Context: an optimization exercise on an open-source flow, tuned for small area, a short achievable clock period and few clock cycles. The choices shown serve that exercise and are no tape-out recipe.
Where RTL was checked, it was by simulation tests only, not by an equivalence proof against the original.
For runs 2, 3 and 5, only the layout was checked, not whether the RTL still works.
Power and IR drop assume default switching activity.

$ cat design/flow/config.mk
export PLATFORM = sky130hd
export DESIGN_NAME = servo_pwm_channel_generator
export DESIGN_NICKNAME = servo_pwm_channel_generator
export VERILOG_FILES = /design/flow/design.v
export SDC_FILE = /design/flow/constraint.sdc
export NUM_CORES = 4
export LEC_CHECK = 0
export CAP_MARGIN = 20
export CORE_MARGIN = 2
export CORE_UTILIZATION = 50
export CTS_BUF_LIST = sky130_fd_sc_hd__clkbuf_4 sky130_fd_sc_hd__clkbuf_8
export PLACE_DENSITY = 0.65
export SETUP_SLACK_MARGIN = 3.7
export SLEW_MARGIN = 20
export TNS_END_PERCENT = 20
$ cat design/flow/constraint.sdc
create_clock -name core_clock -period 7.0 [get_ports {clk}]
set_input_delay 1.4000 -clock core_clock [delete_from_list [all_inputs] [get_ports {clk}]]
set_output_delay 1.4000 -clock core_clock [all_outputs]
set_load 0.01 [all_outputs]
$ cat design/flow/design.v
`timescale 1ns / 1ps
package spg_pkg;
    localparam int CHANNEL_COUNT    = 11;
    localparam int GROUP_COUNT      = 4;
    localparam int TICKS_PER_SECOND = 2000000;
    localparam int ACTION_W   = 2;
    localparam int CH_W       = 4;
    localparam int PULSE_W    = 16;
    localparam int CLAMP_W    = 14;
    localparam int FREQ_W     = 15;
    localparam int TOP_W      = 16;
    localparam int CMP_W      = 16;
    localparam int PIN_W      = 11;
    localparam int REG_IDX_W  = 3;
    localparam int CFG_DATA_W = 16;
    localparam int DIV_BITS   = 1;
    localparam int DIV_CNT_W  = 4;
    localparam int ZERO_W     = 4;
    localparam int MAX_ZEROS  = 11;
    localparam logic [TOP_W-1:0]   DIV_MIN_DIVISOR = TOP_W'((TICKS_PER_SECOND >> TOP_W) + 1);
    localparam logic [FREQ_W-1:0]  SAT_TOP_FREQ    = FREQ_W'(TICKS_PER_SECOND / 65535);
    localparam logic [TOP_W-1:0]   EXACT_FREQ_MAX  = TOP_W'(1414);
    localparam logic [CLAMP_W-1:0] RESET_MIN_PULSE = CLAMP_W'(900);
    localparam logic [CLAMP_W-1:0] RESET_MAX_PULSE = CLAMP_W'(2100);
    localparam logic [FREQ_W-1:0]  RESET_FREQ      = FREQ_W'(50);
    localparam logic [TOP_W-1:0]   RESET_TOP       = TOP_W'(TICKS_PER_SECOND / 50);
    localparam logic [PIN_W-1:0]   RESET_ENABLE    = PIN_W'(255);
    localparam logic [ACTION_W-1:0] ACT_WRITE = 2'd0;
    localparam logic [ACTION_W-1:0] ACT_READ  = 2'd1;
    localparam logic [ACTION_W-1:0] ACT_TICK  = 2'd2;
    localparam logic [REG_IDX_W-1:0] REG_MIN_PULSE = 3'd0;
    localparam logic [REG_IDX_W-1:0] REG_MAX_PULSE = 3'd1;
    localparam logic [REG_IDX_W-1:0] REG_FREQ_A    = 3'd2;
    localparam logic [REG_IDX_W-1:0] REG_FREQ_B    = 3'd3;
    localparam logic [REG_IDX_W-1:0] REG_FREQ_D    = 3'd4;
    localparam logic [REG_IDX_W-1:0] REG_TOP_C     = 3'd5;
    localparam logic [REG_IDX_W-1:0] REG_ENABLE    = 3'd6;
    localparam logic [1:0] GRP_A = 2'd0;
    localparam logic [1:0] GRP_B = 2'd1;
    localparam logic [1:0] GRP_C = 2'd2;
    localparam logic [1:0] GRP_D = 2'd3;
    function automatic logic [1:0] grp_of(input logic [CH_W-1:0] ch);
        case (ch)
            4'd2, 4'd3, 4'd9:  grp_of = GRP_B;
            4'd4, 4'd5:        grp_of = GRP_C;
            4'd6, 4'd7, 4'd10: grp_of = GRP_D;
            default:           grp_of = GRP_A;
        endcase
    endfunction
    function automatic logic [TOP_W-1:0] reset_or(input logic run, input logic [TOP_W-1:0] d,
                                                  input logic [TOP_W-1:0] reset_value);
        reset_or = ({TOP_W{run}} & d) | ({TOP_W{!run}} & reset_value);
    endfunction
    function automatic logic le16(input logic [TOP_W-1:0] a, input logic [TOP_W-1:0] b);
        logic gt;
        logic eq;
        gt = 1'b0;
        eq = 1'b1;
        for (int i = TOP_W - 1; i >= 0; i--)
        begin
            gt = gt | (eq & a[i] & !b[i]);
            eq = eq & !(a[i] ^ b[i]);
        end
        le16 = !gt;
    endfunction
    function automatic logic [ZERO_W-1:0] div_zeros(input logic [TOP_W-1:0] d);
        div_zeros = '0;
        for (int k = 1; k <= MAX_ZEROS; k++)
        begin
            if ((k % DIV_BITS) == 0 && 32'(d) > (TICKS_PER_SECOND >> (TOP_W - k)))
            begin
                div_zeros = ZERO_W'(k);
            end
        end
    endfunction
    function automatic logic [TOP_W-1:0] div_rem_init(input logic [ZERO_W-1:0] z);
        div_rem_init = '0;
        for (int k = 0; k <= MAX_ZEROS; k++)
        begin
            if (z == ZERO_W'(k))
            begin
                div_rem_init = TOP_W'(TICKS_PER_SECOND >> (TOP_W - k));
            end
        end
    endfunction
    function automatic logic [TOP_W-1:0] div_low_init(input logic [ZERO_W-1:0] z);
        div_low_init = '0;
        for (int k = 0; k <= MAX_ZEROS; k++)
        begin
            if (z == ZERO_W'(k))
            begin
                div_low_init = TOP_W'(TICKS_PER_SECOND << k);
            end
        end
    endfunction
    function automatic logic [DIV_CNT_W-1:0] div_last_step(input logic [ZERO_W-1:0] z);
        div_last_step = DIV_CNT_W'((TOP_W - 32'(z)) / DIV_BITS - 1);
    endfunction
endpackage
`timescale 1ns / 1ps
module spg_divider
(
    input  logic                           clk,
    input  logic                           load,
    input  logic [spg_pkg::TOP_W-1:0]      divisor,
    input  logic [spg_pkg::ZERO_W-1:0]     zeros,
    output logic [spg_pkg::TOP_W-1:0]      quotient_next,
    output logic [spg_pkg::TOP_W-1:0]      divisor_reg
);
    logic [spg_pkg::TOP_W-1:0] div_reg;
    logic [spg_pkg::TOP_W-1:0] rem_reg;
    logic [spg_pkg::TOP_W-1:0] quo_reg;
    logic [spg_pkg::TOP_W-1:0] rem_next;
    logic [spg_pkg::TOP_W-1:0] quo_next;
    logic [spg_pkg::TOP_W:0]   shifted;
    logic [spg_pkg::TOP_W+1:0] diff;
    logic                      ge;
    always_comb
    begin
        shifted  = {rem_reg, quo_reg[spg_pkg::TOP_W-1]};
        diff     = {1'b0, shifted} - {2'b00, div_reg};
        ge       = !diff[spg_pkg::TOP_W+1];
        rem_next = ge ? diff[spg_pkg::TOP_W-1:0] : shifted[spg_pkg::TOP_W-1:0];
        quo_next = {quo_reg[spg_pkg::TOP_W-2:0], ge};
    end
    always_ff @(posedge clk)
    begin
        if (load)
        begin
            div_reg <= divisor;
            rem_reg <= spg_pkg::div_rem_init(zeros);
            quo_reg <= spg_pkg::div_low_init(zeros);
        end
        else
        begin
            rem_reg <= rem_next;
            quo_reg <= quo_next;
        end
    end
    assign quotient_next = quo_next;
    assign divisor_reg   = div_reg;
endmodule
`timescale 1ns / 1ps
module spg_config
(
    input  logic                                          clk,
    input  logic                                          rst_n,
    input  logic                                          cfg_fire,
    input  logic [spg_pkg::REG_IDX_W-1:0]                 cfg_index,
    input  logic [spg_pkg::CFG_DATA_W-1:0]                cfg_data,
    output logic [spg_pkg::CLAMP_W-1:0]                   min_pulse,
    output logic [spg_pkg::CLAMP_W-1:0]                   max_pulse,
    output logic [spg_pkg::PIN_W-1:0]                     pin_enable,
    output logic [spg_pkg::GROUP_COUNT-1:0][spg_pkg::TOP_W-1:0]  top,
    output logic [spg_pkg::GROUP_COUNT-1:0][spg_pkg::FREQ_W-1:0] freq_rb,
    output logic                                          idle,
    output logic                                          top_busy,
    output logic                                          freq_done,
    output logic                                          freq_pending,
    output logic [1:0]                                    busy_grp
);
    logic [spg_pkg::CLAMP_W-1:0]                          min_reg;
    logic [spg_pkg::CLAMP_W-1:0]                          max_reg;
    logic [spg_pkg::PIN_W-1:0]                            enable_reg;
    logic [spg_pkg::GROUP_COUNT-1:0][spg_pkg::TOP_W-1:0]  top_reg;
    logic [spg_pkg::GROUP_COUNT-1:0][spg_pkg::FREQ_W-1:0] freq_reg;
    logic                                                 top_busy_reg;
    logic                                                 need_freq_reg;
    logic                                                 prep_reg;
    logic                                                 freq_busy_reg;
    logic [1:0]                                           grp_reg;
    logic [spg_pkg::DIV_CNT_W-1:0]                        step_reg;
    logic [spg_pkg::TOP_W-1:0]                            cfg_top;
    logic [1:0]                                           cfg_grp;
    logic                                                 div_load;
    logic [spg_pkg::TOP_W-1:0]                            div_in;
    logic [spg_pkg::TOP_W-1:0]                            zeros_of;
    logic [spg_pkg::ZERO_W-1:0]                           zeros;
    logic [spg_pkg::TOP_W-1:0]                            quotient;
    logic [spg_pkg::TOP_W-1:0]                            divisor;
    logic                                                 last_step;
    logic                                                 div_small;
    logic [spg_pkg::TOP_W-1:0]                            top_val;
    logic [spg_pkg::FREQ_W-1:0]                           freq_val;
    logic [spg_pkg::FREQ_W-1:0]                           cfg_freq;
    logic                                                 cfg_need_freq;
    logic [spg_pkg::TOP_W-1:0]                            top_bound;
    logic [spg_pkg::TOP_W-1:0]                            top_src;
    spg_divider u_divider
    (
        .clk           (clk),
        .load          (div_load),
        .divisor       (div_in),
        .zeros         (zeros),
        .quotient_next (quotient),
        .divisor_reg   (divisor)
    );
    assign cfg_top = (cfg_index == spg_pkg::REG_TOP_C) ? cfg_data
                                                       : {1'b0, cfg_data[spg_pkg::FREQ_W-1:0]};
    assign cfg_grp = (cfg_index == spg_pkg::REG_FREQ_A) ? spg_pkg::GRP_A :
                     (cfg_index == spg_pkg::REG_FREQ_B) ? spg_pkg::GRP_B : spg_pkg::GRP_D;
    assign div_in   = prep_reg ? divisor : (top_busy_reg ? top_val : cfg_top);
    assign div_load = cfg_fire || (top_busy_reg && last_step) || prep_reg;
    assign zeros_of = prep_reg ? divisor : cfg_top;
    assign zeros    = spg_pkg::div_zeros(zeros_of);
    assign last_step   = (step_reg == '0);
    assign div_small   = (divisor < spg_pkg::DIV_MIN_DIVISOR);
    assign top_val     = div_small ? {spg_pkg::TOP_W{1'b1}} : quotient;
    assign freq_val    = (div_small || quotient[spg_pkg::TOP_W-1]) ? {spg_pkg::FREQ_W{1'b1}}
                                                                   : quotient[spg_pkg::FREQ_W-1:0];
    assign cfg_freq      = (cfg_top < spg_pkg::DIV_MIN_DIVISOR) ? spg_pkg::SAT_TOP_FREQ
                                                                : cfg_top[spg_pkg::FREQ_W-1:0];
    assign cfg_need_freq = (cfg_top > spg_pkg::EXACT_FREQ_MAX);
    always_ff @(posedge clk or negedge rst_n)
    begin
        if (!rst_n)
        begin
            top_busy_reg  <= 1'b0;
            prep_reg      <= 1'b0;
            freq_busy_reg <= 1'b0;
        end
        else
        begin
            prep_reg <= 1'b0;
            if (cfg_fire)
            begin
                if ((cfg_index == spg_pkg::REG_FREQ_A) || (cfg_index == spg_pkg::REG_FREQ_B)
                    || (cfg_index == spg_pkg::REG_FREQ_D))
                begin
                    top_busy_reg <= 1'b1;
                end
                if (cfg_index == spg_pkg::REG_TOP_C)
                begin
                    freq_busy_reg <= 1'b1;
                end
            end
            else if (top_busy_reg)
            begin
                if (last_step)
                begin
                    top_busy_reg  <= 1'b0;
                    prep_reg      <= need_freq_reg;
                    freq_busy_reg <= need_freq_reg;
                end
            end
            else if (freq_busy_reg && !prep_reg && last_step)
            begin
                freq_busy_reg <= 1'b0;
            end
        end
    end
    logic                                                 top_done;
    logic                                                 freq_last;
    logic                                                 min_we;
    logic                                                 max_we;
    logic                                                 enable_we;
    logic [spg_pkg::GROUP_COUNT-1:0]                      top_we;
    logic [spg_pkg::GROUP_COUNT-1:0]                      freq_we;
    logic [spg_pkg::TOP_W-1:0]                            cfg_wd;
    logic [spg_pkg::GROUP_COUNT-1:0][spg_pkg::TOP_W-1:0]  top_wd;
    logic [spg_pkg::FREQ_W-1:0]                           freq_wd;
    assign top_done  = top_busy_reg && last_step;
    assign freq_last = freq_busy_reg && !prep_reg && last_step;
    assign top_bound = {spg_pkg::TOP_W{1'b1}} >> (32'(zeros) + 1);
    assign top_src   = top_busy_reg ? top_val
                     : ((cfg_index == spg_pkg::REG_TOP_C) ? cfg_data : top_bound);
    always_comb
    begin
        min_we    = !rst_n || (cfg_fire && (cfg_index == spg_pkg::REG_MIN_PULSE));
        max_we    = !rst_n || (cfg_fire && (cfg_index == spg_pkg::REG_MAX_PULSE));
        enable_we = !rst_n || (cfg_fire && (cfg_index == spg_pkg::REG_ENABLE));
        cfg_wd    = cfg_data;
        for (int g = 0; g < spg_pkg::GROUP_COUNT; g++)
        begin
            top_we[g]  = !rst_n || (top_done && (grp_reg == 2'(g)))
                      || (cfg_fire && (cfg_index == spg_pkg::REG_TOP_C) && (g == spg_pkg::GRP_C))
                      || (cfg_fire && (cfg_grp == 2'(g))
                          && ((cfg_index == spg_pkg::REG_FREQ_A) || (cfg_index == spg_pkg::REG_FREQ_B)
                              || (cfg_index == spg_pkg::REG_FREQ_D)));
            freq_we[g] = !rst_n || ((grp_reg == 2'(g)) && freq_last)
                      || (cfg_fire && !cfg_need_freq && (cfg_grp == 2'(g))
                          && ((cfg_index == spg_pkg::REG_FREQ_A) || (cfg_index == spg_pkg::REG_FREQ_B)
                              || (cfg_index == spg_pkg::REG_FREQ_D)));
            top_wd[g]  = spg_pkg::reset_or(rst_n, top_src, spg_pkg::RESET_TOP);
        end
        freq_wd = spg_pkg::FREQ_W'(spg_pkg::reset_or(rst_n,
                      spg_pkg::TOP_W'(freq_busy_reg ? freq_val : cfg_freq),
                      spg_pkg::TOP_W'(spg_pkg::RESET_FREQ)));
    end
    always_ff @(posedge clk)
    begin
        if (min_we)
        begin
            min_reg <= spg_pkg::CLAMP_W'(spg_pkg::reset_or(rst_n, cfg_wd,
                                                           spg_pkg::TOP_W'(spg_pkg::RESET_MIN_PULSE)));
        end
        if (max_we)
        begin
            max_reg <= spg_pkg::CLAMP_W'(spg_pkg::reset_or(rst_n, cfg_wd,
                                                           spg_pkg::TOP_W'(spg_pkg::RESET_MAX_PULSE)));
        end
        if (enable_we)
        begin
            enable_reg <= spg_pkg::PIN_W'(spg_pkg::reset_or(rst_n, cfg_wd,
                                                            spg_pkg::TOP_W'(spg_pkg::RESET_ENABLE)));
        end
        for (int g = 0; g < spg_pkg::GROUP_COUNT; g++)
        begin
            if (top_we[g])
            begin
                top_reg[g] <= top_wd[g];
            end
            if (freq_we[g])
            begin
                freq_reg[g] <= freq_wd;
            end
        end
    end
    always_ff @(posedge clk)
    begin
        step_reg <= step_reg - 1'b1;
        if (cfg_fire)
        begin
            step_reg <= spg_pkg::div_last_step(zeros);
            if (cfg_index == spg_pkg::REG_TOP_C)
            begin
                grp_reg <= spg_pkg::GRP_C;
            end
            else
            begin
                grp_reg       <= cfg_grp;
                need_freq_reg <= cfg_need_freq;
            end
        end
        else if (prep_reg)
        begin
            step_reg <= spg_pkg::div_last_step(zeros);
        end
    end
    assign min_pulse  = min_reg;
    assign max_pulse  = max_reg;
    assign pin_enable = enable_reg;
    assign top        = top_reg;
    assign freq_rb    = freq_reg;
    assign idle       = !top_busy_reg && !freq_busy_reg;
    assign top_busy   = top_busy_reg;
    assign freq_done  = freq_last;
    assign freq_pending = freq_busy_reg || (top_busy_reg && need_freq_reg);
    assign busy_grp   = grp_reg;
endmodule
`timescale 1ns / 1ps
module spg_core
(
    input  logic                                          clk,
    input  logic                                          rst_n,
    input  logic                                          accept,
    input  logic [spg_pkg::ACTION_W-1:0]                  req_action,
    input  logic [spg_pkg::CH_W-1:0]                      req_channel,
    input  logic [spg_pkg::PULSE_W-1:0]                   req_pulse_us,
    input  logic [spg_pkg::CLAMP_W-1:0]                   min_pulse,
    input  logic [spg_pkg::CLAMP_W-1:0]                   max_pulse,
    input  logic [spg_pkg::PIN_W-1:0]                     pin_enable,
    input  logic [spg_pkg::GROUP_COUNT-1:0][spg_pkg::TOP_W-1:0]  top,
    input  logic [spg_pkg::GROUP_COUNT-1:0][spg_pkg::FREQ_W-1:0] freq_rb,
    input  logic                                          freq_done,
    input  logic [1:0]                                    busy_grp,
    input  logic                                          freq_pending,
    input  logic                                          top_busy,
    output logic                                          tick_safe,
    output logic                                          item_free,
    output logic                                          rsp_valid,
    input  logic                                          rsp_ready,
    output logic [spg_pkg::FREQ_W-1:0]                    rsp_readback_us,
    output logic [spg_pkg::FREQ_W-1:0]                    rsp_group_freq_hz,
    output logic [spg_pkg::PIN_W-1:0]                     rsp_pin_levels,
    output logic                                          rsp_channel_valid
);
    logic [spg_pkg::CHANNEL_COUNT-1:0][spg_pkg::FREQ_W-1:0] cmp_reg;
    logic [spg_pkg::GROUP_COUNT-1:0][spg_pkg::TOP_W-1:0]    cnt_reg;
    logic                        item_valid_reg;
    logic                        item_wait_reg;
    logic [spg_pkg::CH_W-1:0]    item_ch_reg;
    logic                        item_read_reg;
    logic                        res_valid_reg;
    logic [spg_pkg::FREQ_W-1:0]  res_readback_reg;
    logic [spg_pkg::FREQ_W-1:0]  res_freq_reg;
    logic [spg_pkg::PIN_W-1:0]   res_pins_reg;
    logic                        res_chan_valid_reg;
    logic                        move;
    logic [spg_pkg::GROUP_COUNT-1:0] at_top;
    logic                        item_chan_valid;
    logic [spg_pkg::FREQ_W-1:0]  readback;
    logic [spg_pkg::PIN_W-1:0]   pins;
    logic [spg_pkg::CLAMP_W-1:0] clamped;
    always_comb
    begin
        if (!spg_pkg::le16(req_pulse_us, spg_pkg::PULSE_W'(max_pulse)))
        begin
            clamped = max_pulse;
        end
        else if (!spg_pkg::le16(spg_pkg::PULSE_W'(min_pulse), req_pulse_us))
        begin
            clamped = min_pulse;
        end
        else
        begin
            clamped = req_pulse_us[spg_pkg::CLAMP_W-1:0];
        end
    end
    logic [spg_pkg::CHANNEL_COUNT-1:0]                    cmp_we;
    logic [spg_pkg::FREQ_W-1:0]                           cmp_wd;
    logic                                                 cnt_we;
    logic [spg_pkg::GROUP_COUNT-1:0][spg_pkg::TOP_W-1:0]  cnt_wd;
    always_comb
    begin
        for (int i = 0; i < spg_pkg::CHANNEL_COUNT; i++)
        begin
            cmp_we[i] = !rst_n || (accept && (req_action == spg_pkg::ACT_WRITE)
                                   && (req_channel == spg_pkg::CH_W'(i)));
        end
        cmp_wd = spg_pkg::FREQ_W'(spg_pkg::reset_or(rst_n, spg_pkg::TOP_W'(clamped),
                                                    spg_pkg::TOP_W'({spg_pkg::FREQ_W{1'b1}})));
        cnt_we = !rst_n || (accept && (req_action == spg_pkg::ACT_TICK));
        for (int g = 0; g < spg_pkg::GROUP_COUNT; g++)
        begin
            at_top[g] = spg_pkg::le16(top[g], cnt_reg[g]);
            cnt_wd[g] = spg_pkg::reset_or(rst_n,
                            (at_top[g] && !(top_busy && (busy_grp == 2'(g))))
                            ? '0 : cnt_reg[g] + 1'b1, '0);
        end
    end
    always_ff @(posedge clk)
    begin
        for (int i = 0; i < spg_pkg::CHANNEL_COUNT; i++)
        begin
            if (cmp_we[i])
            begin
                cmp_reg[i] <= cmp_wd;
            end
        end
        if (cnt_we)
        begin
            cnt_reg <= cnt_wd;
        end
    end
    always_comb
    begin
        item_chan_valid = (item_ch_reg < spg_pkg::CH_W'(spg_pkg::CHANNEL_COUNT));
        readback = '0;
        for (int i = 0; i < spg_pkg::CHANNEL_COUNT; i++)
        begin
            if (item_read_reg && (item_ch_reg == spg_pkg::CH_W'(i)))
            begin
                readback = cmp_reg[i];
            end
        end
        for (int i = 0; i < spg_pkg::CHANNEL_COUNT; i++)
        begin
            pins[i] = pin_enable[i]
                && spg_pkg::le16(cnt_reg[spg_pkg::grp_of(spg_pkg::CH_W'(i))],
                                 {cmp_reg[i], cmp_reg[i][spg_pkg::FREQ_W-1]});
        end
    end
    assign move      = item_valid_reg && !item_wait_reg && (!res_valid_reg || rsp_ready);
    assign item_free = !item_valid_reg || move;
    always_ff @(posedge clk or negedge rst_n)
    begin
        if (!rst_n)
        begin
            item_valid_reg <= 1'b0;
            item_wait_reg  <= 1'b0;
            res_valid_reg  <= 1'b0;
        end
        else
        begin
            if (accept)
            begin
                item_valid_reg <= 1'b1;
            end
            else if (move)
            begin
                item_valid_reg <= 1'b0;
            end
            item_wait_reg <= (accept ? ((req_channel < spg_pkg::CH_W'(spg_pkg::CHANNEL_COUNT))
                                        && (spg_pkg::grp_of(req_channel) == busy_grp))
                                     : item_wait_reg)
                             && freq_pending && !freq_done;
            if (move)
            begin
                res_valid_reg <= 1'b1;
            end
            else if (rsp_ready)
            begin
                res_valid_reg <= 1'b0;
            end
        end
    end
    always_ff @(posedge clk)
    begin
        if (accept)
        begin
            item_ch_reg   <= req_channel;
            item_read_reg <= (req_action == spg_pkg::ACT_READ);
        end
        if (move)
        begin
            res_readback_reg   <= readback;
            res_freq_reg       <= item_chan_valid ? freq_rb[spg_pkg::grp_of(item_ch_reg)] : '0;
            res_pins_reg       <= pins;
            res_chan_valid_reg <= item_chan_valid;
        end
    end
    logic                            safe_next;
    logic                            tick_safe_reg;
    always_comb
    begin
        safe_next = top_busy && !at_top[busy_grp];
    end
    always_ff @(posedge clk or negedge rst_n)
    begin
        if (!rst_n)
        begin
            tick_safe_reg <= 1'b0;
        end
        else
        begin
            tick_safe_reg <= safe_next;
        end
    end
    assign tick_safe         = tick_safe_reg;
    assign rsp_valid         = res_valid_reg;
    assign rsp_readback_us   = res_readback_reg;
    assign rsp_group_freq_hz = res_freq_reg;
    assign rsp_pin_levels    = res_pins_reg;
    assign rsp_channel_valid = res_chan_valid_reg;
endmodule
`timescale 1ns / 1ps
module servo_pwm_channel_generator
(
    input  logic                             clk,
    input  logic                             rst_n,
    input  logic                             req_valid,
    output logic                             req_ready,
    input  logic [spg_pkg::ACTION_W-1:0]     req_action,
    input  logic [spg_pkg::CH_W-1:0]         req_channel,
    input  logic [spg_pkg::PULSE_W-1:0]      req_pulse_us,
    output logic                             rsp_valid,
    input  logic                             rsp_ready,
    output logic [spg_pkg::FREQ_W-1:0]       rsp_readback_us,
    output logic [spg_pkg::FREQ_W-1:0]       rsp_group_freq_hz,
    output logic [spg_pkg::PIN_W-1:0]        rsp_pin_levels,
    output logic                             rsp_channel_valid,
    input  logic                             cfg_valid,
    output logic                             cfg_ready,
    input  logic [spg_pkg::REG_IDX_W-1:0]    cfg_index,
    input  logic [spg_pkg::CFG_DATA_W-1:0]   cfg_data
);
    logic [spg_pkg::CLAMP_W-1:0]                          min_pulse;
    logic [spg_pkg::CLAMP_W-1:0]                          max_pulse;
    logic [spg_pkg::PIN_W-1:0]                            pin_enable;
    logic [spg_pkg::GROUP_COUNT-1:0][spg_pkg::TOP_W-1:0]  top;
    logic [spg_pkg::GROUP_COUNT-1:0][spg_pkg::FREQ_W-1:0] freq_rb;
    logic                                                 cfg_idle;
    logic                                                 top_busy;
    logic                                                 freq_done;
    logic                                                 freq_pending;
    logic                                                 tick_safe;
    logic [1:0]                                           busy_grp;
    logic                                                 item_free;
    logic                                                 req_ok;
    logic                                                 cfg_ok;
    logic                                                 item_first_reg;
    logic                                                 accept;
    logic                                                 cfg_fire;
    spg_config u_config
    (
        .clk        (clk),
        .rst_n      (rst_n),
        .cfg_fire   (cfg_fire),
        .cfg_index  (cfg_index),
        .cfg_data   (cfg_data),
        .min_pulse  (min_pulse),
        .max_pulse  (max_pulse),
        .pin_enable (pin_enable),
        .top        (top),
        .freq_rb    (freq_rb),
        .idle       (cfg_idle),
        .top_busy   (top_busy),
        .freq_done  (freq_done),
        .freq_pending (freq_pending),
        .busy_grp     (busy_grp)
    );
    spg_core u_core
    (
        .clk               (clk),
        .rst_n             (rst_n),
        .accept            (accept),
        .req_action        (req_action),
        .req_channel       (req_channel),
        .req_pulse_us      (req_pulse_us),
        .min_pulse         (min_pulse),
        .max_pulse         (max_pulse),
        .pin_enable        (pin_enable),
        .top               (top),
        .freq_rb           (freq_rb),
        .freq_done         (freq_done),
        .busy_grp          (busy_grp),
        .freq_pending      (freq_pending),
        .top_busy          (top_busy),
        .tick_safe         (tick_safe),
        .item_free         (item_free),
        .rsp_valid         (rsp_valid),
        .rsp_ready         (rsp_ready),
        .rsp_readback_us   (rsp_readback_us),
        .rsp_group_freq_hz (rsp_group_freq_hz),
        .rsp_pin_levels    (rsp_pin_levels),
        .rsp_channel_valid (rsp_channel_valid)
    );
    assign req_ok    = item_free && (!top_busy || tick_safe);
    assign cfg_ok    = item_free && cfg_idle;
    assign req_ready = req_ok && !(cfg_valid && cfg_ok && !item_first_reg);
    assign cfg_ready = cfg_ok && !(req_valid && req_ok && item_first_reg);
    assign accept    = req_valid && req_ready;
    assign cfg_fire  = cfg_valid && cfg_ready;
    always_ff @(posedge clk or negedge rst_n)
    begin
        if (!rst_n)
        begin
            item_first_reg <= 1'b0;
        end
        else if (cfg_fire)
        begin
            item_first_reg <= 1'b1;
        end
        else if (accept)
        begin
            item_first_reg <= 1'b0;
        end
    end
endmodule
$ cat design/flow/run.sh
#!/bin/bash
# synth_recipe.tcl (not shown) runs the flow's synth.tcl, then flattens the netlist and writes it again
# the make line also repeats each setting of config.mk as NAME=value (left out here)
make -C /OpenROAD-flow-scripts/flow DESIGN_CONFIG=/design/flow/config.mk WORK_HOME=/design/flow/orfs CLKGATE_MAP_FILE= SYNTH_SCRIPT=/design/flow/synth_recipe.tcl finish
==> flow_summary.toml, run 1 <==
[outcome]
result_of_the_run = "finished clean"

[timing]
fin_tns_setup_ps = 0
setup_viol = 0
timing.fmax_ghz = 0.283
rsz0062_at_grt = "true"
worst-slew-pin-transition_ps = 1210
timing.final.max_slew_violations = 0
post-route-min-period_ps = 3530
final_min_period_over_clock_period_pct = 50.4
max-slew-margin-rel_pct = 18.6
report.final.hold_viol_count = 0
fin_skew_ps = 41.2

[routing]
dr.pass1.iters = 9
postRouteWirelength_mm = 92.6
drt-initial-drc-count = 2737
route.vias.total = 21600
route.antenna.remaining_nets = 0
viasPerCell = 6.32
drt-wirelength-per-cell_um = 27.1
drcViolationCount = 0

[critical_path]
crit_required_ps = 7470
cpMostUsedCell = "sky130_fd_sc_hd__a21boi_4"
worst-endpoint-arrival_ps = 4000
setup.worst_path.start_class = "input port"
crit_chain = "buf_12 -> or3_4 -> a222oi_1 -> o21ai_1 -> a311oi_2 -> buf_4 -> a21boi_4 -> a21boi_4 -> o21ai_4 -> a2111o_1 -> o2111ai_4"
critical_path_max_stage_delay_ps = 440
crit_slowest_cell = "sky130_fd_sc_hd__a222oi_1"
critical_path_class = "input port to flip-flop"
path_max_fanout = 4
timing.critical_path.to_type = "flip-flop"

[logic_synthesis]
synth_top_family_by_area = "compound AO/OA/AOI/OAI gates"
postSynthRegisterBits = 504
synth_area_leader_cell = "sky130_fd_sc_hd__edfxtp_1"
synth-compound-area-share_pct = 14.7
synth_adder_area_share_pct = 5.08
post_synth_instance_area_mm2 = 0.0270
synthesis.area_per_instance_um2 = 11.0
syn_nets = 2545
ys_dominant_reg_cell = "sky130_fd_sc_hd__edfxtp_1"
synth_top_cell_area_share_pct = 50.9
synth-simple-area-share_pct = 14.3
yosys.area_share.xor_xnor_pct = 3.66
synth-edff-count = 458
post_synth_most_frequent_cells = "sky130_fd_sc_hd__edfxtp_1, sky130_fd_sc_hd__inv_1, sky130_fd_sc_hd__nor2_1, sky130_fd_sc_hd__nand2_1, sky130_fd_sc_hd__a21oi_1"
ys_types = 92
post_synth_main_area_contributors = "sky130_fd_sc_hd__edfxtp_1, sky130_fd_sc_hd__maj3_1, sky130_fd_sc_hd__dfxtp_1, sky130_fd_sc_hd__xnor2_1, sky130_fd_sc_hd__inv_1"
synth_warnings = 4
sequential_fraction_of_the_synthesis_area_pct = 54.4
post_synth_mux_area_share_pct = 3.35
synth.most_common_cell = "sky130_fd_sc_hd__edfxtp_1"
netlist_instances = 2456
async_reset_ff_share_pct = 1.59

[clocking]
htree_num_levels = 3
cts_buffer_depth = 3
clock_pin_slew_on_the_worst_setup_and_hold_paths_ps = 60
cts-buffers-inserted = 86
cts_tree = "done"
worstSkewPairLatency_ps = 710
cts_num_sinks = 504
cts.root.buffer_cell = "sky130_fd_sc_hd__clkbuf_8"

[place]
finalWeightedCongestion = 1.01
dpl.hpwl_mm = 66.8
postPlaceCellArea_mm2 = 0.0288
place_inst = 3172
placement.io_buffers = 90

[power]
power_report.internal_total_uw = 6960
power.switching_fraction_pct = 35.4
comb_power_share_pct = 31.9
power.ir.vdd_worst_mv = 0.243
net-switching-power_uw = 3820
clkPwrFrac_pct = 25.4
leakage_uw = 0.0115
share_seq_of_total_power_pct = 42.7
pwr_density_cell_mw_per_mm2 = 338

[floorplanning]
design.die.area_mm2 = 0.0559
floorplan.initialDensity_pct = 50.4
floorplan.rows = 85
core_area_mm2 = 0.0536
die_height_um = 236
design.portCount = 91
chipWidth_um = 236

[grt]
globalRouteOverflowTotal = 0
grt_usage_pct = 32.7
first_global_vias = 20700
grt_start_max_net_pins = 65
first_pass_grt_wire_length_mm = 134
grt_antenna_before_repair = 2

[cells_and_area]
areaGrowthSynthToFinish_pct = 17.9
largest_register_ffs = 165
final_nets = 2740
fin_cells = 3413
drive_above_1_share_pct = 17.3
design_area_mm2 = 0.0319

[run]
max_cap_viol_count = 0

[worst_hold_path]
hold_wc_path_type = "flip-flop to flip-flop"
[what timing repair did]
item / in CTS / in global routing
hold buffers: 0 / 0
buffers inserted: 53 / 25
endpoints found under the setup margin: 647 / 444
gates cloned: 4 / 4
pin swaps: 40 / 31
gates resized for setup: 182 / 61
[layer usage]
metal	vias up	wire length [µm]	GRT usage, %
met1	10600	35300	41.5
met2	1129	43300	52.2
met3	287	7270	5.49
li1	9572	-	-
met5	-	43	0
met4	4	6730	20.9
[logic make-up (layout without fill, tap and decap cells)]
family          count (synthesis)  count (layout)
simple gates                  774             774
compound gates                575             577
flops                         504             504
buf+inv                       302             560
fa+ha+maj                     125             125
xor+xnor                      113             113
mux                            63              63
other cells                     0               1
[power groups by stage]
stage | registers, µW | logic (µW) | clock network [µW]
2_1_floorplan | 4400 | 2150 | 0
6_report | 4610 | 3430 | 2740
4_1_cts | 4600 | 3350 | 2770
5_1_grt | 4660 | 3700 | 2910
3_3_place_gp | 4630 | 3200 | 0
3_5_place_dp | 4650 | 3250 | 0
[per-stage QoR]
step / utilization (%) / power, µW / worst slack (ps) / hold WS, ps
after floorplan: - / 6560 / 3170 / 438
after global placement: 53.7 / 7830 / 1710 / 473
after detailed placement: 53.7 / 7900 / 1690 / 468
after CTS: 58.5 / 10700 / 3480 / 477
after global routing: 59.4 / 11300 / 3400 / 493
final: 59.5 / 10800 / 3470 / 471
[critical path: cells and delay by family]
kind	cells	cell delay (ps)
simple gates	1	390
buf+inv	2	290
compound gates	8	1920
[cell type report]
type	count	area, µm²
Clock buffer	129	1550
Inverter	192	721
Timing Repair Buffer	215	2000
Multi-Input combinational cell	1652	11800
Tap cell	696	871
Clock inverter	24	188
Sequential cell	504	14700
Antenna cell	1	2.50
Fill cell	4421	21700
[final timing paths]
path / endpoint / slack, ps / cells after the start / from
setup / recovery: u_config.top_reg[44]$_DFFE_PP_ / 3470 / 11 / cfg_data[2]
hold / removal: u_config.step_reg[0]$_DFF_P_ / 470 / 1 / u_config.step_reg[0]$_DFF_P_
setup reg to reg: u_core.cnt_reg[18]$_DFFE_PP_ / 3540 / 9 / u_core.cnt_reg[16]$_DFFE_PP_
hold reg to reg: u_config.step_reg[0]$_DFF_P_ / 470 / 1 / u_config.step_reg[0]$_DFF_P_
max in group asynchronous: u_config.prep_reg$_DFF_PN0_ / 5830 / 1 / rst_n
min in group asynchronous: u_config.top_busy_reg$_DFFE_PN0P_ / 730 / 1 / rst_n
[cell usage in the layout (no fill, tap or decap), types with 44 or more instances in the layout]
cell,n
sky130_fd_sc_hd__nor3_1,44
sky130_fd_sc_hd__a21oi_1,110
sky130_fd_sc_hd__nand2b_1,70
sky130_fd_sc_hd__nor2b_1,56
sky130_fd_sc_hd__xnor2_1,86
sky130_fd_sc_hd__nand2_1,176
sky130_fd_sc_hd__o21ai_0,93
sky130_fd_sc_hd__edfxtp_1,458
sky130_fd_sc_hd__clkbuf_8,93
sky130_fd_sc_hd__clkdlybuf4s50_1,52
sky130_fd_sc_hd__maj3_1,74
sky130_fd_sc_hd__inv_1,180
sky130_fd_sc_hd__nor2_1,176
sky130_fd_sc_hd__nand3_1,62
sky130_fd_sc_hd__buf_4,109
Testbench counts, summed over its fixed seeds: cycles 25,959.
==> inputs of run 2 (changes only) <==
--- a/design/flow/design.v
+++ b/design/flow/design.v
@@ -146,6 +146,7 @@
     input  logic                                          clk,
     input  logic                                          rst_n,
     input  logic                                          cfg_fire,
+    output logic                                          cfg_plain,
     input  logic [spg_pkg::REG_IDX_W-1:0]                 cfg_index,
     input  logic [spg_pkg::CFG_DATA_W-1:0]                cfg_data,
     output logic [spg_pkg::CLAMP_W-1:0]                   min_pulse,
@@ -184,6 +185,7 @@
     logic [spg_pkg::FREQ_W-1:0]                           freq_val;
     logic [spg_pkg::FREQ_W-1:0]                           cfg_freq;
     logic                                                 cfg_need_freq;
+    logic                                                 cfg_div;
     logic [spg_pkg::TOP_W-1:0]                            top_bound;
     logic [spg_pkg::TOP_W-1:0]                            top_src;
     spg_divider u_divider
@@ -200,7 +202,7 @@
     assign cfg_grp = (cfg_index == spg_pkg::REG_FREQ_A) ? spg_pkg::GRP_A :
                      (cfg_index == spg_pkg::REG_FREQ_B) ? spg_pkg::GRP_B : spg_pkg::GRP_D;
     assign div_in   = prep_reg ? divisor : (top_busy_reg ? top_val : cfg_top);
-    assign div_load = cfg_fire || (top_busy_reg && last_step) || prep_reg;
+    assign div_load = cfg_div || (top_busy_reg && last_step) || prep_reg;
     assign zeros_of = prep_reg ? divisor : cfg_top;
     assign zeros    = spg_pkg::div_zeros(zeros_of);
     assign last_step   = (step_reg == '0);
@@ -211,6 +213,9 @@
     assign cfg_freq      = (cfg_top < spg_pkg::DIV_MIN_DIVISOR) ? spg_pkg::SAT_TOP_FREQ
                                                                 : cfg_top[spg_pkg::FREQ_W-1:0];
     assign cfg_need_freq = (cfg_top > spg_pkg::EXACT_FREQ_MAX);
+    assign cfg_plain = (cfg_index == spg_pkg::REG_MIN_PULSE) || (cfg_index == spg_pkg::REG_MAX_PULSE)
+                    || (cfg_index == spg_pkg::REG_ENABLE) || (cfg_index == 3'd7);
+    assign cfg_div   = cfg_fire && !cfg_plain;
     always_ff @(posedge clk or negedge rst_n)
     begin
         if (!rst_n)
@@ -222,7 +227,7 @@
         else
         begin
             prep_reg <= 1'b0;
-            if (cfg_fire)
+            if (cfg_div)
             begin
                 if ((cfg_index == spg_pkg::REG_FREQ_A) || (cfg_index == spg_pkg::REG_FREQ_B)
                     || (cfg_index == spg_pkg::REG_FREQ_D))
@@ -319,7 +324,7 @@
     always_ff @(posedge clk)
     begin
         step_reg <= step_reg - 1'b1;
-        if (cfg_fire)
+        if (cfg_div)
         begin
             step_reg <= spg_pkg::div_last_step(zeros);
             if (cfg_index == spg_pkg::REG_TOP_C)
@@ -572,11 +577,13 @@
     logic                                                 item_first_reg;
     logic                                                 accept;
     logic                                                 cfg_fire;
+    logic                                                 cfg_plain;
     spg_config u_config
     (
         .clk        (clk),
         .rst_n      (rst_n),
         .cfg_fire   (cfg_fire),
+        .cfg_plain  (cfg_plain),
         .cfg_index  (cfg_index),
         .cfg_data   (cfg_data),
         .min_pulse  (min_pulse),
@@ -617,7 +624,7 @@
         .rsp_channel_valid (rsp_channel_valid)
     );
     assign req_ok    = item_free && (!top_busy || tick_safe);
-    assign cfg_ok    = item_free && cfg_idle;
+    assign cfg_ok    = item_free && (cfg_idle || cfg_plain);
     assign req_ready = req_ok && !(cfg_valid && cfg_ok && !item_first_reg);
     assign cfg_ready = cfg_ok && !(req_valid && req_ok && item_first_reg);
     assign accept    = req_valid && req_ready;
==> flow_summary.toml, run 2 <==
[outcome]
result_of_the_run = "finished clean"

[timing]
timing.final.max_slew_violations = 0
max-slew-margin-rel_pct = 23.0
final_min_period_over_clock_period_pct = 51.1
rsz0062_at_grt = "true"
report.final.hold_viol_count = 0
timing.fmax_ghz = 0.280
post-route-min-period_ps = 3570
fin_tns_setup_ps = 0
worst_hold_slack_ps = 476
setup_viol = 0
worst-slew-pin-transition_ps = 1130
fin_skew_ps = 31.2

[logic_synthesis]
async_reset_ff_share_pct = 1.59
postSynthRegisterBits = 504
synth_area_leader_cell = "sky130_fd_sc_hd__edfxtp_1"
synth_warnings = 4
ys_dominant_reg_cell = "sky130_fd_sc_hd__edfxtp_1"
post_synth_most_frequent_cells = "sky130_fd_sc_hd__edfxtp_1, sky130_fd_sc_hd__nor2_1, sky130_fd_sc_hd__inv_1, sky130_fd_sc_hd__nand2_1, sky130_fd_sc_hd__o21ai_0"
syn_nets = 2557
sequential_fraction_of_the_synthesis_area_pct = 54.4
synthesis.area_per_instance_um2 = 11.0
synth-edff-count = 458
synth.most_common_cell = "sky130_fd_sc_hd__edfxtp_1"
netlist_instances = 2468
post_synth_instance_area_mm2 = 0.0270
synth_top_cell_area_share_pct = 50.9
post_synth_main_area_contributors = "sky130_fd_sc_hd__edfxtp_1, sky130_fd_sc_hd__maj3_1, sky130_fd_sc_hd__xnor2_1, sky130_fd_sc_hd__nor2_1, sky130_fd_sc_hd__dfxtp_1"
ys_types = 89

[floorplanning]
design.die.area_mm2 = 0.0560
floorplan.initialDensity_pct = 50.4
die_height_um = 237
floorplan.rows = 85
design.portCount = 91
core_area_mm2 = 0.0536
chipWidth_um = 237

[routing]
route.antenna.remaining_nets = 0
postRouteWirelength_mm = 92.0
viasPerCell = 6.37
drt-initial-drc-count = 2314
drcViolationCount = 0
drt-wirelength-per-cell_um = 26.9
dr.pass1.iters = 8
route.vias.total = 21800

[cells_and_area]
fin_cells = 3422
design_area_mm2 = 0.0327
final_core_area_utilization_pct = 61.0
final_nets = 2753
commonest_non_fill_non_tap_cell_in_the_layout = "sky130_fd_sc_hd__edfxtp_1"
largest_register_ffs = 165
areaGrowthSynthToFinish_pct = 20.9
drive_above_1_share_pct = 18.4
layout_common_cells = "sky130_fd_sc_hd__edfxtp_1, sky130_fd_sc_hd__nor2_1, sky130_fd_sc_hd__inv_1"

[worst_hold_path]
hold_wc_path_type = "flip-flop to flip-flop"

[power]
power.ir.vdd_worst_mv = 0.388
leakage_uw = 0.0117
pwr_density_cell_mw_per_mm2 = 333

[place]
postPlaceCellArea_mm2 = 0.0290
dpl.hpwl_mm = 65.4
finalWeightedCongestion = 1.03
placement.io_buffers = 90
place_inst = 3171

[critical_path]
worst_r2r_startpoint = "u_core.cnt_reg[0]$_DFFE_PP_"
reg2reg_setup_slack_ps = 3430
crit_required_ps = 7430
critical_path_class = "flip-flop to flip-flop"
crit_slowest_cell = "sky130_fd_sc_hd__edfxtp_1"
crit_end = "u_core.cnt_reg[6]$_DFFE_PP_"
crit-reg2reg-capture = "u_core.cnt_reg[6]$_DFFE_PP_"
timing.critical_path.to_type = "flip-flop"
path_max_fanout = 16
reg2regPathDepth = 10
cpMostUsedCell = "sky130_fd_sc_hd__maj3_1"
critical_path_max_stage_delay_ps = 540
worst-endpoint-arrival_ps = 4010
startpoint = "u_core.cnt_reg[0]$_DFFE_PP_"
setup.worst_path.start_class = "flip-flop"
crit_chain = "nor2b_1 -> maj3_1 -> maj3_1 -> maj3_1 -> maj3_1 -> a21oi_1 -> o31ai_1 -> o21ai_4 -> buf_12 -> nor2_1"

[clocking]
cts-buffers-inserted = 86
cts_num_sinks = 504
cts.root.buffer_cell = "sky130_fd_sc_hd__clkbuf_8"
worstSkewPairLatency_ps = 690
ctsHoldBuffers = 0
cts_buffer_depth = 3
clock_pin_slew_on_the_worst_setup_and_hold_paths_ps = 60
cts_tree = "done"
htree_num_levels = 3

[grt]
grt_start_max_net_pins = 71
grt_antenna_before_repair = 1
first_global_vias = 20900
globalRouteOverflowTotal = 0
grt_usage_pct = 32.4
first_pass_grt_wire_length_mm = 135

[run]
max_cap_viol_count = 0
[run 2: cell count changes after synthesis, moves of 11 or more]
cell,change
sky130_fd_sc_hd__nor4b_1,+14
sky130_fd_sc_hd__or3_1,-15
sky130_fd_sc_hd__nor2b_1,+14
sky130_fd_sc_hd__o22ai_1,-12
sky130_fd_sc_hd__a311oi_1,+13
sky130_fd_sc_hd__nor2_1,+23
sky130_fd_sc_hd__nand2b_1,+14
sky130_fd_sc_hd__a31oi_1,-11
sky130_fd_sc_hd__nand2_1,-24
sky130_fd_sc_hd__o21ai_0,+16
[run 2: per-layer routing]
metal  share of wire [%]  wire length (µm)  GRT usage [%]
met4                 4.8              4410           15.1
met2                  46             42100           50.9
met1                  40             36900           43.5
met3                 9.3              8540           6.66
met5                   0                 0              0
[run 2: critical path, delay by kind of cell (launching register included)]
kind	cells	cell delay, ps
adders and majority gates	4	1470
AOI/OAI and AO/OA	3	960
DFF	1	540
buffers and inverters	1	170
and+or+nand+nor	2	160
[run 2: worst min-delay path by stage]
stage                                                      start                                      to  slack [ps]  cells past startpoint
final                               u_config.step_reg[0]$_DFF_P_            u_config.step_reg[0]$_DFF_P_         480                      1
after global routing                u_config.step_reg[0]$_DFF_P_            u_config.step_reg[0]$_DFF_P_         510                      1
after CTS                           u_config.step_reg[0]$_DFF_P_            u_config.step_reg[0]$_DFF_P_         480                      1
after detailed placement            u_config.step_reg[0]$_DFF_P_            u_config.step_reg[0]$_DFF_P_         470                      1
after global placement              u_config.step_reg[0]$_DFF_P_            u_config.step_reg[0]$_DFF_P_         470                      1
after floorplan           u_config.u_divider.quo_reg[14]$_DFF_P_  u_config.u_divider.quo_reg[15]$_DFF_P_         420                      2
[run 2: kinds of logic after synthesis]
kind of cell / share of synthesized area, %
adder cells (fa/ha/maj): 5.20
multiplexers: 2.82
AND/OR/NAND/NOR: 15.2
XOR/XNOR: 3.63
buffers and inverters: 4.28
flip-flops: 54.4
AO/OA/AOI/OAI: 14.5
[run 2: stage by stage]
step / power, µW / setup slack (ps)
after floorplan: 6660 / 3330
after global placement: 7920 / 1730
after detailed placement: 7970 / 1630
after CTS: 10700 / 3410
after global routing: 11400 / 3380
final: 10900 / 3430
[run 2: area by class of cell]
| class | count | area [µm²] |
|---|---|---|
| fill | 4369 | 20900 |
| sequential | 504 | 14700 |
| multi-input combinational | 1665 | 12500 |
| timing repair buffer | 218 | 2300 |
| clock buffer | 112 | 1410 |
| tap | 696 | 871 |
| inverter | 189 | 709 |
| clock inverter | 37 | 218 |
| antenna | 1 | 2.50 |
[run 2: what timing repair did]
action,4_1_cts,5_1_grt
gates resized for setup,312,36
setup endpoints to repair,602,469
setup buffers,78,16
gates cloned,6,1
pin swaps,63,10
[run 2: where the power goes]
part	internal, µW	switching (µW)
Sequential	4100	571
Clock	1350	1240
Combinational	1530	2080
==> inputs of run 3 (changes only) <==
--- a/design/flow/config.mk
+++ b/design/flow/config.mk
@@ -7,9 +7,9 @@
 export LEC_CHECK = 0
 export CAP_MARGIN = 20
 export CORE_MARGIN = 2
-export CORE_UTILIZATION = 50
+export CORE_UTILIZATION = 58
 export CTS_BUF_LIST = sky130_fd_sc_hd__clkbuf_4 sky130_fd_sc_hd__clkbuf_8
-export PLACE_DENSITY = 0.65
+export PLACE_DENSITY = 0.7
 export SETUP_SLACK_MARGIN = 3.7
 export SLEW_MARGIN = 20
 export TNS_END_PERCENT = 20
==> flow_summary.toml, run 3 <==
[routing]
dr.pass1.iters = 9
drt-initial-drc-count = 2961
drcViolationCount = 0
route.vias.total = 22000
route.antenna.remaining_nets = 0
postRouteWirelength_mm = 91.1
viasPerCell = 6.60
drt-wirelength-per-cell_um = 27.3

[floorplanning]
floorplan.initialDensity_pct = 58.5
floorplan.rows = 79
design.portCount = 91
die_height_um = 220
chipWidth_um = 220
design.die.area_mm2 = 0.0484
core_area_mm2 = 0.0463

[timing]
worst-slew-pin-transition_ps = 1130
worst_hold_slack_ps = 476
final_min_period_over_clock_period_pct = 51.0
max-slew-margin-rel_pct = 24.3
setup_viol = 0
fin_skew_ps = 35.8
timing.fmax_ghz = 0.280
post-route-min-period_ps = 3570
report.final.hold_viol_count = 0
fin_tns_setup_ps = 0
rsz0062_at_grt = "true"
timing.final.max_slew_violations = 0

[logic_synthesis]
synth_adder_area_share_pct = 5.20
ys_types = 89
post_synth_instance_area_mm2 = 0.0270
yosys.area_share.xor_xnor_pct = 3.63
postSynthRegisterBits = 504
async_reset_ff_share_pct = 1.59
synth_warnings = 4
netlist_instances = 2468
synth-simple-area-share_pct = 15.2
synth-compound-area-share_pct = 14.5
sequential_fraction_of_the_synthesis_area_pct = 54.4
synth-edff-count = 458
post_synth_mux_area_share_pct = 2.82
ys_dominant_reg_cell = "sky130_fd_sc_hd__edfxtp_1"
synth_top_cell_area_share_pct = 50.9
syn_nets = 2557
synth.most_common_cell = "sky130_fd_sc_hd__edfxtp_1"
post_synth_most_frequent_cells = "sky130_fd_sc_hd__edfxtp_1, sky130_fd_sc_hd__nor2_1, sky130_fd_sc_hd__inv_1, sky130_fd_sc_hd__nand2_1, sky130_fd_sc_hd__o21ai_0"
synth_top_family_by_area = "simple AND/OR/NAND/NOR gates"
synthesis.area_per_instance_um2 = 11.0
post_synth_main_area_contributors = "sky130_fd_sc_hd__edfxtp_1, sky130_fd_sc_hd__maj3_1, sky130_fd_sc_hd__xnor2_1, sky130_fd_sc_hd__nor2_1, sky130_fd_sc_hd__dfxtp_1"
synth_area_leader_cell = "sky130_fd_sc_hd__edfxtp_1"

[grt]
grt_antenna_before_repair = 6
gr-usage-met2_pct = 60.7
first_global_vias = 21000
first_pass_grt_wire_length_mm = 133
top_usage_layer = "met2"
grt_usage_pct = 37.7
globalRouteOverflowTotal = 0
grt_start_max_net_pins = 65
grtUsageMet3_pct = 7.54
globalRouteMet1Util_pct = 48.1

[cells_and_area]
fin_cells = 3334
final_core_area_utilization_pct = 70.2
design_area_mm2 = 0.0325
largest_register_ffs = 165
drive_above_1_share_pct = 18.4
commonest_non_fill_non_tap_cell_in_the_layout = "sky130_fd_sc_hd__edfxtp_1"
final_nets = 2736
areaGrowthSynthToFinish_pct = 20.2
fill_cells = 3375
layout_common_cells = "sky130_fd_sc_hd__edfxtp_1, sky130_fd_sc_hd__nor2_1, sky130_fd_sc_hd__inv_1"

[worst_hold_path]
worst_hold_stages = 1
hold_wc_path_type = "flip-flop to flip-flop"

[place]
placement.io_buffers = 90
finalWeightedCongestion = 0.999
place_inst = 3085
postPlaceCellArea_mm2 = 0.0289
dpl.hpwl_mm = 63.9

[clocking]
clock_pin_slew_on_the_worst_setup_and_hold_paths_ps = 60
cts-buffers-inserted = 86
cts_buffer_depth = 3
cts_num_sinks = 504
cts.root.buffer_cell = "sky130_fd_sc_hd__clkbuf_8"
worstSkewPairLatency_ps = 700
htree_num_levels = 3
cts_tree = "done"

[run]
max_cap_viol_count = 0

[critical_path]
crit_chain = "buf_12 -> nor2b_4 -> nor2_4 -> o21ai_2 -> o211a_1 -> buf_2"
critical_path_max_stage_delay_ps = 220
critical_path_class = "input port to primary output"
worst-endpoint-arrival_ps = 2170
timing.critical_path.to_type = "primary output"
setup.worst_path.start_class = "input port"
reg2regPathDepth = 10
crit_slowest_cell = "sky130_fd_sc_hd__o211a_1"
path_max_fanout = 4
crit_required_ps = 5600

[power]
pwr_density_cell_mw_per_mm2 = 343
leakage_uw = 0.0116
power.ir.vdd_worst_mv = 0.316

[outcome]
result_of_the_run = "finished clean"
-- run 3: per-stage QoR --
| stage | total power [µW] | setup slack [ps] |
|---|---|---|
| 2_1_floorplan | 6660 | 3330 |
| 3_3_place_gp | 7890 | 1470 |
| 3_5_place_dp | 7970 | 1420 |
| 4_1_cts | 11100 | 3420 |
| 5_1_grt | 11600 | 3390 |
| 6_report | 11200 | 3430 |
-- run 3: kinds of logic (layout without fill, tap and decap cells) --
logic type | after synthesis | after routing
compound gates | 564 | 565
xor+xnor | 112 | 112
fa+ha+maj | 129 | 129
buf+inv | 300 | 552
flops | 504 | 504
mux | 55 | 55
other cells | 0 | 6
simple gates | 804 | 804
-- run 3: where the power goes --
group / internal (µW) / switching (µW)
clock network: 1610 / 1290
registers: 4100 / 559
logic: 1500 / 2100
-- run 3: what timing repair did --
item / in CTS / in global routing
buffers inserted: 67 / 8
hold buffers: 0 / 0
pin swaps: 53 / 12
resized for setup: 300 / 39
gates cloned: 5 / 1
endpoints found under the setup margin: 587 / 437
-- run 3: worst paths after layout --
path	startpoint	endpoint	slack, ps
hold reg to reg	u_config.step_reg[0]$_DFF_P_	u_config.step_reg[0]$_DFF_P_	480
min in group asynchronous	rst_n	item_first_reg$_DFFE_PN0P_	810
max in group asynchronous	rst_n	u_config.prep_reg$_DFF_PN0_	5630
setup reg to reg	u_config.prep_reg$_DFF_PN0_	u_config.top_reg[38]$_DFFE_PP_	3490
hold / removal	u_config.step_reg[0]$_DFF_P_	u_config.step_reg[0]$_DFF_P_	480
setup / recovery	cfg_index[2]	req_ready	3430
-- run 3: worst max-delay path: cells and delay by family --
| family | cells | cell delay (ps) |
|---|---|---|
| AO/OA/AOI/OAI | 2 | 280 |
| buffers and inverters | 2 | 250 |
| AND/OR/NAND/NOR | 2 | 250 |
-- run 3: cell type report --
cell class	count	area, µm²	share of cell area (%)
repair buffers	201	1960	6.03
multi-input cells	1665	12500	38.3
flip-flops and latches	504	14700	45.3
clock inverters	53	495	1.53
inverters	189	709	2.18
well taps	607	759	2.34
diodes	6	15.0	0.0462
clock buffers	109	1380	4.23
-- run 3: routing by layer --
| metal | share of wire, % | vias up | wire length, µm |
|---|---|---|---|
| met1 | 37 | 10600 | 33600 |
| met2 | 47 | 1417 | 42700 |
| met5 | 0.030 | - | 27 |
| met3 | 10 | 299 | 9260 |
| met4 | 6.1 | 4 | 5560 |
| li1 | - | 9628 | - |
==> inputs of run 4 (changes only) <==
--- a/design/flow/design.v
+++ b/design/flow/design.v
@@ -625,8 +625,8 @@
     );
     assign req_ok    = item_free && (!top_busy || tick_safe);
     assign cfg_ok    = item_free && (cfg_idle || cfg_plain);
-    assign req_ready = req_ok && !(cfg_valid && cfg_ok && !item_first_reg);
-    assign cfg_ready = cfg_ok && !(req_valid && req_ok && item_first_reg);
+    assign req_ready = req_ok && !(cfg_valid && !item_first_reg);
+    assign cfg_ready = cfg_ok && !(req_valid && item_first_reg);
     assign accept    = req_valid && req_ready;
     assign cfg_fire  = cfg_valid && cfg_ready;
     always_ff @(posedge clk or negedge rst_n)
--- a/design/flow/config.mk
+++ b/design/flow/config.mk
@@ -7,9 +7,9 @@
 export LEC_CHECK = 0
 export CAP_MARGIN = 20
 export CORE_MARGIN = 2
-export CORE_UTILIZATION = 58
+export CORE_UTILIZATION = 50
 export CTS_BUF_LIST = sky130_fd_sc_hd__clkbuf_4 sky130_fd_sc_hd__clkbuf_8
-export PLACE_DENSITY = 0.7
+export PLACE_DENSITY = 0.65
 export SETUP_SLACK_MARGIN = 3.7
 export SLEW_MARGIN = 20
 export TNS_END_PERCENT = 20
==> flow_summary.toml, run 4 <==
[timing]
worst-slew-pin-transition_ps = 1180
fin_skew_ps = 44.1
timing.final.max_slew_violations = 0
final_min_period_over_clock_period_pct = 50.4
max-slew-margin-rel_pct = 20.8
timing.fmax_ghz = 0.283
post-route-min-period_ps = 3530
fin_tns_setup_ps = 0
report.final.hold_viol_count = 0
setup_viol = 0
rsz0062_at_grt = "true"

[worst_hold_path]
worst_hold_stages = 1
hp-start = "u_config.step_reg[0]$_DFF_P_"
hold-path-endpoint = "u_config.step_reg[0]$_DFF_P_"
hold_wc_path_type = "flip-flop to flip-flop"

[power]
report.power.total_uw = 10700
leakage_uw = 0.0115
pwr_density_cell_mw_per_mm2 = 335
power.ir.vdd_worst_mv = 0.243

[logic_synthesis]
postSynthRegisterBits = 504
synth.most_common_cell = "sky130_fd_sc_hd__edfxtp_1"
synthesis.area_per_instance_um2 = 11.2
async_reset_ff_share_pct = 1.59
synth_area_leader_cell = "sky130_fd_sc_hd__edfxtp_1"
post_synth_instance_area_mm2 = 0.0268
netlist_instances = 2392
post_synth_main_area_contributors = "sky130_fd_sc_hd__edfxtp_1, sky130_fd_sc_hd__dfxtp_1, sky130_fd_sc_hd__xnor2_1, sky130_fd_sc_hd__maj3_1, sky130_fd_sc_hd__inv_1"
synth-edff-count = 458
post_synth_most_frequent_cells = "sky130_fd_sc_hd__edfxtp_1, sky130_fd_sc_hd__inv_1, sky130_fd_sc_hd__nor2_1, sky130_fd_sc_hd__nand2_1, sky130_fd_sc_hd__o21ai_0"
ys_dominant_reg_cell = "sky130_fd_sc_hd__edfxtp_1"
synth_top_cell_area_share_pct = 51.4
syn_nets = 2481
synth_warnings = 4
sequential_fraction_of_the_synthesis_area_pct = 55.0
ys_types = 86

[critical_path]
worst-endpoint-arrival_ps = 2130
worst_r2r_startpoint = "u_core.cnt_reg[16]$_DFFE_PP_"
setup.worst_path.start_class = "input port"
critical_path_class = "input port to primary output"
path_max_fanout = 2
timing.critical_path.to_type = "primary output"
reg2reg_setup_slack_ps = 3580
crit-reg2reg-capture = "u_core.res_pins_reg[9]$_DFFE_PP_"
crit_required_ps = 5600
reg2regPathDepth = 9

[clocking]
cts_buffer_depth = 3
clock_pin_slew_on_the_worst_setup_and_hold_paths_ps = 50
cts.root.buffer_cell = "sky130_fd_sc_hd__clkbuf_8"
htree_num_levels = 3
cts-buffers-inserted = 87
worstSkewPairLatency_ps = 690
cts_tree = "done"
cts_num_sinks = 504

[routing]
drcViolationCount = 0
drt-wirelength-per-cell_um = 26.9
drt-initial-drc-count = 3293
route.vias.total = 21700
viasPerCell = 6.48
route.antenna.remaining_nets = 0
dr.pass1.iters = 9
postRouteWirelength_mm = 90.4

[floorplanning]
chipWidth_um = 235
floorplan.rows = 84
design.portCount = 91
design.die.area_mm2 = 0.0554
floorplan.initialDensity_pct = 50.7
die_height_um = 235
core_area_mm2 = 0.0528

[grt]
grt_usage_pct = 32.3
grt_start_max_net_pins = 67
first_pass_grt_wire_length_mm = 134
grt_antenna_before_repair = 13
globalRouteOverflowTotal = 0
first_global_vias = 20800

[cells_and_area]
layout_common_cells = "sky130_fd_sc_hd__edfxtp_1, sky130_fd_sc_hd__inv_1, sky130_fd_sc_hd__nor2_1"
drive_above_1_share_pct = 18.7
final_nets = 2678
areaGrowthSynthToFinish_pct = 19.8
largest_register_ffs = 165
commonest_non_fill_non_tap_cell_in_the_layout = "sky130_fd_sc_hd__edfxtp_1"

[place]
placement.io_buffers = 90
finalWeightedCongestion = 0.979
dpl.hpwl_mm = 64.1

[outcome]
result_of_the_run = "finished clean"

[run]
max_cap_viol_count = 0
[run 4: how the worst max path moves through the flow]
stage,startpoint,to,slack (ps),cells past startpoint
floorplan,cfg_data[4],u_config.top_reg[12]$_DFFE_PP_,3100,10
global placement,req_pulse_us[0],u_core.cmp_reg[109]$_DFFE_PP_,1530,10
detailed placement,req_pulse_us[0],u_core.cmp_reg[122]$_DFFE_PP_,1500,11
CTS,rsp_ready,cfg_ready,3430,5
global route,cfg_index[2],cfg_ready,3450,5
finish,cfg_valid,req_ready,3470,4
[run 4: final cells by class]
class | instances | area [µm²]
flip-flops and latches | 504 | 14700
well taps | 688 | 861
multi-input cells | 1597 | 11900
clock inverters | 35 | 200
fillers | 4245 | 20700
inverters | 187 | 702
diodes | 7 | 17.5
repair buffers | 212 | 2090
clock buffers | 126 | 1540
[run 4: worst max-delay path: stages]
cell                              delay [ps]
sky130_fd_sc_hd__clkdlybuf4s15_1         260
sky130_fd_sc_hd__inv_1                    80
sky130_fd_sc_hd__o221a_4                 260
sky130_fd_sc_hd__buf_6                   130
[run 4: kinds of logic (layout without fill, tap and decap cells)]
logic type	Yosys count	count (layout)	synth area share, %
xor+xnor	104	104	3.40
other cells	0	7	0
mux	65	65	3.60
buf+inv	292	560	4.19
flops	504	504	55.0
simple gates	756	756	14.2
fa+ha+maj	127	127	5.25
compound gates	544	545	14.4
[run 4: report_power, final]
part           switching, µW  internal (µW)
clock                   1260           1460
combinational           1990           1420
sequential               545           4070
total                   3800           6950
[run 4: repair_timing]
action,CTS,global route
resized for setup,233,67
hold buffers,0,0
gates cloned,2,1
setup buffers,64,18
setup endpoints to repair,639,346
pin swaps,35,14
[run 4: per-stage QoR]
step                      hold slack [ps]  cell area, µm²  setup slack (ps)  utilization (%)  std cells
after floorplan                       429           27200              3100                -       2392
after global placement                444           28800              1530             54.5       3102
after detailed placement              455           28800              1500             54.6       3103
after CTS                             462           31700              3430             60.1       3330
after global routing                  486           32000              3450             60.7       3349
final                                 464           32100              3470             60.8       3356
[run 4: routing by layer]
metal	routed length (µm)	global-route usage, %	up-vias
li1	-	-	9444
met1	34600	43.1	10500
met2	40500	49.7	1453
met3	10300	7.70	309
met4	4950	16.2	8
met5	52	0	-
Testbench counts of run 4, summed over its fixed seeds: cycles 25,737.
==> inputs of run 5 (changes only) <==
--- a/design/flow/design.v
+++ b/design/flow/design.v
@@ -266,7 +266,24 @@
     logic [spg_pkg::FREQ_W-1:0]                           freq_wd;
     assign top_done  = top_busy_reg && last_step;
     assign freq_last = freq_busy_reg && !prep_reg && last_step;
-    assign top_bound = {spg_pkg::TOP_W{1'b1}} >> (32'(zeros) + 1);
+    always_comb
+    begin
+        for (int j = 0; j < spg_pkg::TOP_W; j++)
+        begin
+            if (j >= spg_pkg::TOP_W - 1)
+            begin
+                top_bound[j] = 1'b0;
+            end
+            else if (spg_pkg::TOP_W - 1 - j > spg_pkg::MAX_ZEROS)
+            begin
+                top_bound[j] = 1'b1;
+            end
+            else
+            begin
+                top_bound[j] = (32'(cfg_top) <= (spg_pkg::TICKS_PER_SECOND >> (j + 1)));
+            end
+        end
+    end
     assign top_src   = top_busy_reg ? top_val
                      : ((cfg_index == spg_pkg::REG_TOP_C) ? cfg_data : top_bound);
     always_comb
==> flow_summary.toml, run 5 <==
[clocking]
cts_tree = "done"
ctsHoldBuffers = 0
cts_num_sinks = 504
htree_num_levels = 3
cts_buffer_depth = 3
worstSkewPairLatency_ps = 690
clock_pin_slew_on_the_worst_setup_and_hold_paths_ps = 60

[power]
power.ir.vdd_worst_mv = 0.203
leakage_uw = 0.0114
power.switching_fraction_pct = 35.3
report.power.total_uw = 10700
share_seq_of_total_power_pct = 42.9

[logic_synthesis]
synth.most_common_cell = "sky130_fd_sc_hd__edfxtp_1"
synth-edff-count = 458
post_synth_main_area_contributors = "sky130_fd_sc_hd__edfxtp_1, sky130_fd_sc_hd__maj3_1, sky130_fd_sc_hd__nor2_1, sky130_fd_sc_hd__dfxtp_1, sky130_fd_sc_hd__nand2_1"
ys_dominant_reg_cell = "sky130_fd_sc_hd__edfxtp_1"
synth_area_leader_cell = "sky130_fd_sc_hd__edfxtp_1"
synth_top_cell_area_share_pct = 50.9
synth_warnings = 4
sequential_fraction_of_the_synthesis_area_pct = 54.4
syn_nets = 2573

[floorplanning]
chipWidth_um = 236
floorplan.initialDensity_pct = 50.4
core_area_mm2 = 0.0536

[timing]
timing.final.max_slew_violations = 0
final_min_period_over_clock_period_pct = 52.5
worst-slew-pin-transition_ps = 1070
fin_skew_ps = 34.5
fin_tns_setup_ps = 0

[cells_and_area]
fill_cells = 4550
final_nets = 2753
largest_register_ffs = 165
layout_common_cells = "sky130_fd_sc_hd__edfxtp_1, sky130_fd_sc_hd__nor2_1, sky130_fd_sc_hd__nand2_1"

[routing]
dr.pass1.iters = 8
drt-wirelength-per-cell_um = 27.4
dr_wl_met3_mm = 8.61
postRouteWirelength_mm = 94.5
routed-wl-met2_mm = 44.8
viasPerCell = 6.33

[critical_path]
critical_path_max_stage_delay_ps = 320
cpMostUsedCell = "sky130_fd_sc_hd__maj3_2"
setup.worst_path.start_class = "input port"
path_max_fanout = 8
crit_slowest_cell = "sky130_fd_sc_hd__maj3_2"

[outcome]
result_of_the_run = "finished clean"

[grt]
first_pass_grt_wire_length_mm = 137

[place]
dpl.hpwl_mm = 65.7

[run]
max_cap_viol_count = 0

[worst_hold_path]
hold-path-endpoint = "u_config.step_reg[0]$_DFF_P_"
run 5: cell count changes after synthesis, sizes merged, moves of 12 or more:
cell	change
a211oi	+22
a22oi	-12
a31oi	-14
nor2	+35
xor2	+12
o21ai	+14
nor3	-22
maj3	+26
mux2i	-13
nand2	+46
a21oi	+51
run 5: metal layers:
metal | vias up | track usage, %
met5 | - | 0
met4 | 2 | 17.5
met3 | 279 | 6.62
met2 | 1177 | 55.4
met1 | 10700 | 41.6
li1 | 9629 | -
run 5: critical path, delay by kind of cell:
kind / cells / cell delay, ps
AO/OA/AOI/OAI: 6 / 1440
adder cells (fa/ha/maj): 2 / 630
buffers and inverters: 3 / 390
AND/OR/NAND/NOR: 2 / 280
run 5: per-stage QoR:
stage	hold WS (ps)	std cells	setup slack, ps	area [µm²]
after global placement	474	3204	1660	28800
after CTS	483	3428	3440	31700
after global routing	520	3434	3270	31800
final	478	3443	3320	31800
after detailed placement	472	3206	1640	28800
after floorplan	439	2485	3040	27100
run 5: power by group through the flow:
stage / sequential (µW) / clock, µW / combinational (µW)
2_1_floorplan: 4410 / 0 / 2070
3_3_place_gp: 4620 / 0 / 3070
3_5_place_dp: 4640 / 0 / 3110
4_1_cts: 4580 / 2800 / 3300
5_1_grt: 4640 / 2940 / 3630
6_report: 4590 / 2770 / 3360
run 5: logic make-up after synthesis:
group           after synthesis  synth area share (%)
mux                          49                  2.67
compound gates              581                  14.7
simple gates                797                  14.4
xor+xnor                    106                  3.44
flops                       504                  54.4
fa+ha+maj                   152                  6.15
buf+inv                     296                  4.24
run 5: cell type report:
type                       instances  area (µm²)  area share (%)
inverter                         189         716            2.25
timing repair buffer             192        1710            5.37
clock buffer                     124        1510            4.74
multi-input combinational       1692       12000            37.7
sequential                       504       14700            46.3
antenna                           10        25.0          0.0787
tap                              696         871            2.74
clock inverter                    36         267           0.838
run 5: worst max path at each step:
| stage | to | from | slack, ps | cells past startpoint |
|---|---|---|---|---|
| 3_3_place_gp | u_core.cmp_reg[133]$_DFFE_PP_ | req_pulse_us[5] | 1660 | 11 |
| 4_1_cts | u_core.cmp_reg[84]$_DFFE_PP_ | req_pulse_us[5] | 3440 | 13 |
| 3_5_place_dp | u_config.u_divider.rem_reg[3]$_DFF_P_ | cfg_data[3] | 1640 | 11 |
| 6_report | u_core.cmp_reg[154]$_DFFE_PP_ | req_pulse_us[5] | 3320 | 13 |
| 2_1_floorplan | u_core.cmp_reg[114]$_DFFE_PP_ | req_pulse_us[5] | 3040 | 11 |
| 5_1_grt | u_core.cmp_reg[54]$_DFFE_PP_ | req_pulse_us[5] | 3270 | 13 |
run 5: timing repair:
action	4_1_cts	5_1_grt
pin swaps	47	5
buffers inserted	55	3
gates resized for setup	270	12
setup endpoints to repair	676	411
cloned	7	1

Check on run 5: ideal ports give 3.324 ns setup slack; a clkbuf_16 on the clock port and buf_2 on the inputs give 3.322 ns; moving port delays by the midpoint clock arrival (0.736 ns) as well gives 2.586 ns.
